This design comes from an exercise in tuning for small area, a short achievable clock period and few clock cycles per item on the open sky130 flow, not from production work.
Where RTL was checked, it was by simulation tests only, not by an equivalence proof against the original. The flow treats the clock pin as an ideal source, which a real chip does not have.

==> flow/design.v <==
package arp_pkg;
  localparam int IP_W  = 32;
  localparam int MAC_W = 48;
  typedef struct packed {
    logic             mode;
    logic [IP_W-1:0]  ip_addr;
    logic [MAC_W-1:0] mac_in;
  } in_t;
  typedef struct packed {
    logic             hit;
    logic [MAC_W-1:0] mac_out;
  } out_t;
  localparam logic MODE_LOOKUP = 1'b0;
  localparam logic MODE_ADD    = 1'b1;
endpackage
module arp_cell (
  input  logic                      clk,
  input  logic                      wr_en,
  input  logic [arp_pkg::IP_W-1:0]  wr_ip,
  input  logic [arp_pkg::MAC_W-1:0] wr_mac,
  input  logic [arp_pkg::IP_W-1:0]  key,
  output logic                      match,
  output logic [arp_pkg::MAC_W-1:0] mac
);
  logic [arp_pkg::IP_W-1:0] ip;
  always_ff @(posedge clk) begin
    if (wr_en) begin
      ip  <= wr_ip;
      mac <= wr_mac;
    end
  end
  assign match = (ip == key);
endmodule
module arp_cache_table #(
  parameter int ENTRIES = 16
) (
  input  logic clk,
  input  logic rst,
  input  logic req_valid,
  output logic req_stall,
  input  arp_pkg::in_t  req,
  output logic rsp_valid,
  input  logic rsp_stall,
  output arp_pkg::out_t rsp
);
  localparam int IDX_W = (ENTRIES > 1) ? $clog2(ENTRIES) : 1;
  logic                      v0;
  logic                      add0;
  logic [arp_pkg::IP_W-1:0]  ip0;
  logic [arp_pkg::MAC_W-1:0] mac0;
  logic [ENTRIES-1:0]        hit0;
  logic blocked;
  logic hold;
  logic accept;
  assign hold      = blocked && rsp_stall;
  assign req_stall = hold;
  assign accept    = req_valid && !hold;
  logic [ENTRIES-1:0]                      valid;
  logic [ENTRIES-1:0]                      match;
  logic [ENTRIES-1:0]                      wr_en;
  logic [ENTRIES-1:0][arp_pkg::MAC_W-1:0]  slot_mac;
  for (genvar i = 0; i < ENTRIES; i++) begin : g_slot
    arp_cell u_cell (
      .clk    (clk),
      .wr_en  (wr_en[i]),
      .wr_ip  (ip0),
      .wr_mac (mac0),
      .key    (req.ip_addr),
      .match  (match[i]),
      .mac    (slot_mac[i])
    );
  end
  logic               eq_prev;
  logic [ENTRIES-1:0] hit_in;
  assign eq_prev = (req.ip_addr == ip0);
  always_comb begin
    for (int i = 0; i < ENTRIES; i++) begin
      if (wr_en[i]) hit_in[i] = eq_prev;
      else          hit_in[i] = valid[i] && match[i];
    end
  end
  always_ff @(posedge clk) begin
    if (rst) begin
      v0 <= 1'b0;
    end else if (!hold) begin
      v0 <= accept;
    end
  end
  always_ff @(posedge clk) begin
    if (!hold) begin
      add0 <= req.mode;
      hit0 <= hit_in;
    end
  end
  always_ff @(posedge clk) begin
    ip0  <= req.ip_addr;
    mac0 <= req.mac_in;
  end
  logic [IDX_W-1:0]   alloc_idx;
  logic               full;
  logic [ENTRIES-1:0] alloc;
  logic               any_hit;
  logic               do_add;
  logic               adv;
  always_comb begin
    for (int i = 0; i < ENTRIES; i++) begin
      valid[i] = full || (alloc_idx > IDX_W'(i));
      alloc[i] = (alloc_idx == IDX_W'(i));
    end
    any_hit = |hit0;
    do_add  = v0 && add0;
    wr_en   = {ENTRIES{do_add}} & (hit0 | (any_hit ? '0 : alloc));
  end
  assign adv = do_add && !any_hit;
  always_ff @(posedge clk) begin
    if (rst) begin
      alloc_idx <= '0;
      full      <= 1'b0;
    end else if (adv) begin
      if (!full && alloc_idx == IDX_W'(ENTRIES - 1)) begin
        full      <= 1'b1;
        alloc_idx <= IDX_W'(1 % ENTRIES);
      end else begin
        alloc_idx <= IDX_W'(alloc_idx + 1'b1);
      end
    end
  end
  logic [arp_pkg::MAC_W-1:0] rd_mac;
  logic                      push;
  logic                      load_rsp;
  logic                      rv_next;
  always_comb begin
    rd_mac = '0;
    for (int i = 0; i < ENTRIES; i++) begin
      rd_mac = rd_mac | (slot_mac[i] & {arp_pkg::MAC_W{hit0[i]}});
    end
  end
  assign push     = v0 && !add0;
  assign load_rsp = !(rsp_valid && rsp_stall);
  assign rv_next  = load_rsp ? push : 1'b1;
  always_ff @(posedge clk) begin
    if (rst) begin
      rsp_valid <= 1'b0;
      blocked   <= 1'b0;
    end else begin
      rsp_valid <= rv_next;
      blocked   <= rv_next && (hold ? 1'b1 : (accept && req.mode == arp_pkg::MODE_LOOKUP));
    end
  end
  always_ff @(posedge clk) begin
    if (load_rsp) begin
      rsp.hit     <= any_hit;
      rsp.mac_out <= rd_mac;
    end
  end
endmodule
module arp_cache (
  input  logic        clk,
  input  logic        rst,
  input  logic        req_valid,
  output logic        req_stall,
  input  logic        req_mode,
  input  logic [31:0] req_ip,
  input  logic [47:0] req_mac,
  output logic        rsp_valid,
  input  logic        rsp_stall,
  output logic        rsp_hit,
  output logic [47:0] rsp_mac
);
  arp_pkg::in_t  req;
  arp_pkg::out_t rsp;
  assign req.mode    = req_mode;
  assign req.ip_addr = req_ip;
  assign req.mac_in  = req_mac;
  assign rsp_hit     = rsp.hit;
  assign rsp_mac     = rsp.mac_out;
  arp_cache_table #(.ENTRIES(16)) u_table (
    .clk(clk), .rst(rst), .req_valid(req_valid), .req_stall(req_stall), .req(req),
    .rsp_valid(rsp_valid), .rsp_stall(rsp_stall), .rsp(rsp)
  );
endmodule
clock: 5.0 ns
lec_check: 0
cap_margin: 20
core_margin: 2
core_utilization: 70
cts_cluster_diameter: 100
cts_cluster_size: 30
setup_slack_margin: 2.6
slew_margin: 20
tns_end_percent: 20
standard.sh (not shown) runs the stock make flow with config.mk's settings and CLKGATE_MAP_FILE= SYNTH_SCRIPT=/design/flow/synth_recipe.tcl, a recipe that flattens the netlist after the stock synthesis.
==> flow/flow/run.sh <==
#!/bin/bash
# layout flow: the standard flow with buf_2 port buffers, the input buffers of the
# high-fanout inputs upsized after global placement, and no dummy clock loads
export BUFFER_PORTS_ARGS="-buffer_cell sky130_fd_sc_hd__buf_2"
export POST_GLOBAL_PLACE_TCL="$(pwd)/flow/post_gp.tcl"
export CTS_ARGS="-sink_clustering_enable -repair_clock_nets -sink_clustering_size 30 -sink_clustering_max_diameter 100 -dont_use_dummy_load"
bash standard.sh > standard.log 2>&1
==> flow/flow/post_gp.tcl <==
# after global placement: upsize the port buffers of the inputs with many loads
# (req_ip feeds the compare of every slot; rsp_stall, req_valid and req_mode feed the hold logic)
set block [ord::get_db_block]
foreach bt [$block getBTerms] {
  set name [$bt getName]
  if {[string match "req_ip*" $name] || $name eq "rsp_stall" || $name eq "req_valid" || $name eq "req_mode"} {
    set net [$bt getNet]
    foreach it [$net getITerms] {
      set inst [$it getInst]
      if {[[$inst getMaster] getName] ne "sky130_fd_sc_hd__buf_8"} {
        puts "upsizing port buffer [$inst getName] of $name"
        replace_cell [$inst getName] sky130_fd_sc_hd__buf_8
      }
    }
  }
}
Testbench counts at the start, summed over its fixed seeds: cycles 18,012, items 18,000.
Next try:
--- a/flow/design.v
+++ b/flow/design.v
@@ -94,36 +94,35 @@
   end
   always_ff @(posedge clk) begin
     ip0  <= req.ip_addr;
     mac0 <= req.mac_in;
   end
-  logic [IDX_W-1:0]   alloc_idx;
+  logic [ENTRIES-1:0] alloc;
   logic               full;
-  logic [ENTRIES-1:0] alloc;
   logic               any_hit;
   logic               do_add;
   logic               adv;
   always_comb begin
     for (int i = 0; i < ENTRIES; i++) begin
-      valid[i] = full || (alloc_idx > IDX_W'(i));
-      alloc[i] = (alloc_idx == IDX_W'(i));
+      valid[i] = full;
+      for (int j = i + 1; j < ENTRIES; j++) valid[i] = valid[i] || alloc[j];
     end
     any_hit = |hit0;
     do_add  = v0 && add0;
     wr_en   = {ENTRIES{do_add}} & (hit0 | (any_hit ? '0 : alloc));
   end
   assign adv = do_add && !any_hit;
   always_ff @(posedge clk) begin
     if (rst) begin
-      alloc_idx <= '0;
-      full      <= 1'b0;
+      alloc <= ENTRIES'(1);
+      full  <= 1'b0;
     end else if (adv) begin
-      if (!full && alloc_idx == IDX_W'(ENTRIES - 1)) begin
-        full      <= 1'b1;
-        alloc_idx <= IDX_W'(1 % ENTRIES);
+      if (!full && alloc[ENTRIES-1]) begin
+        full  <= 1'b1;
+        alloc <= ENTRIES'(1) << (1 % ENTRIES);
       end else begin
-        alloc_idx <= IDX_W'(alloc_idx + 1'b1);
+        alloc <= {alloc[ENTRIES-2:0], alloc[ENTRIES-1]};
       end
     end
   end
   logic [arp_pkg::MAC_W-1:0] rd_mac;
   logic                      push;
What happened: The changed run ran to the end with no violations. Sequential cell count rose by 12. Fmax went down by a few percent. Cell count climbs slightly. Die area increases slightly. Setup slack degrades by 130 ps. Core utilization stays flat. Non-clock buffer count came out lower by 4.
Function not checked in the second run of this note: the RTL went through the layout flow alone.

## afterwards: timing with drivers on the ports
The flow's constraints put no driver on any port. The routed layouts listed below were extracted and timed again, unchanged, in two steps.
Step 1: set_driving_cell puts a clkbuf_16 on clk and a buf_2 on each other input, an assumption about the parent block.
Step 2 also shifts input and output timing later by t, the mid clock arrival at the registers, as if the neighbouring blocks saw the same clock.
Three values: no drivers, after step 1, after step 2; two values: the first two.
run	shift t [ns]	setup WS [ns]	latest minus earliest clock arrival (ns)
the first run	0.726	2.510 / 2.510 / 1.827	0.075 / 0.076
the second run	0.715	2.376 / 2.376 / 1.807	0.095 / 0.095
After both steps every run listed still meets setup and hold. The setup slack of the first run, which loses most, moves by 0.000 ns with the drivers and by -0.683 ns with both steps.
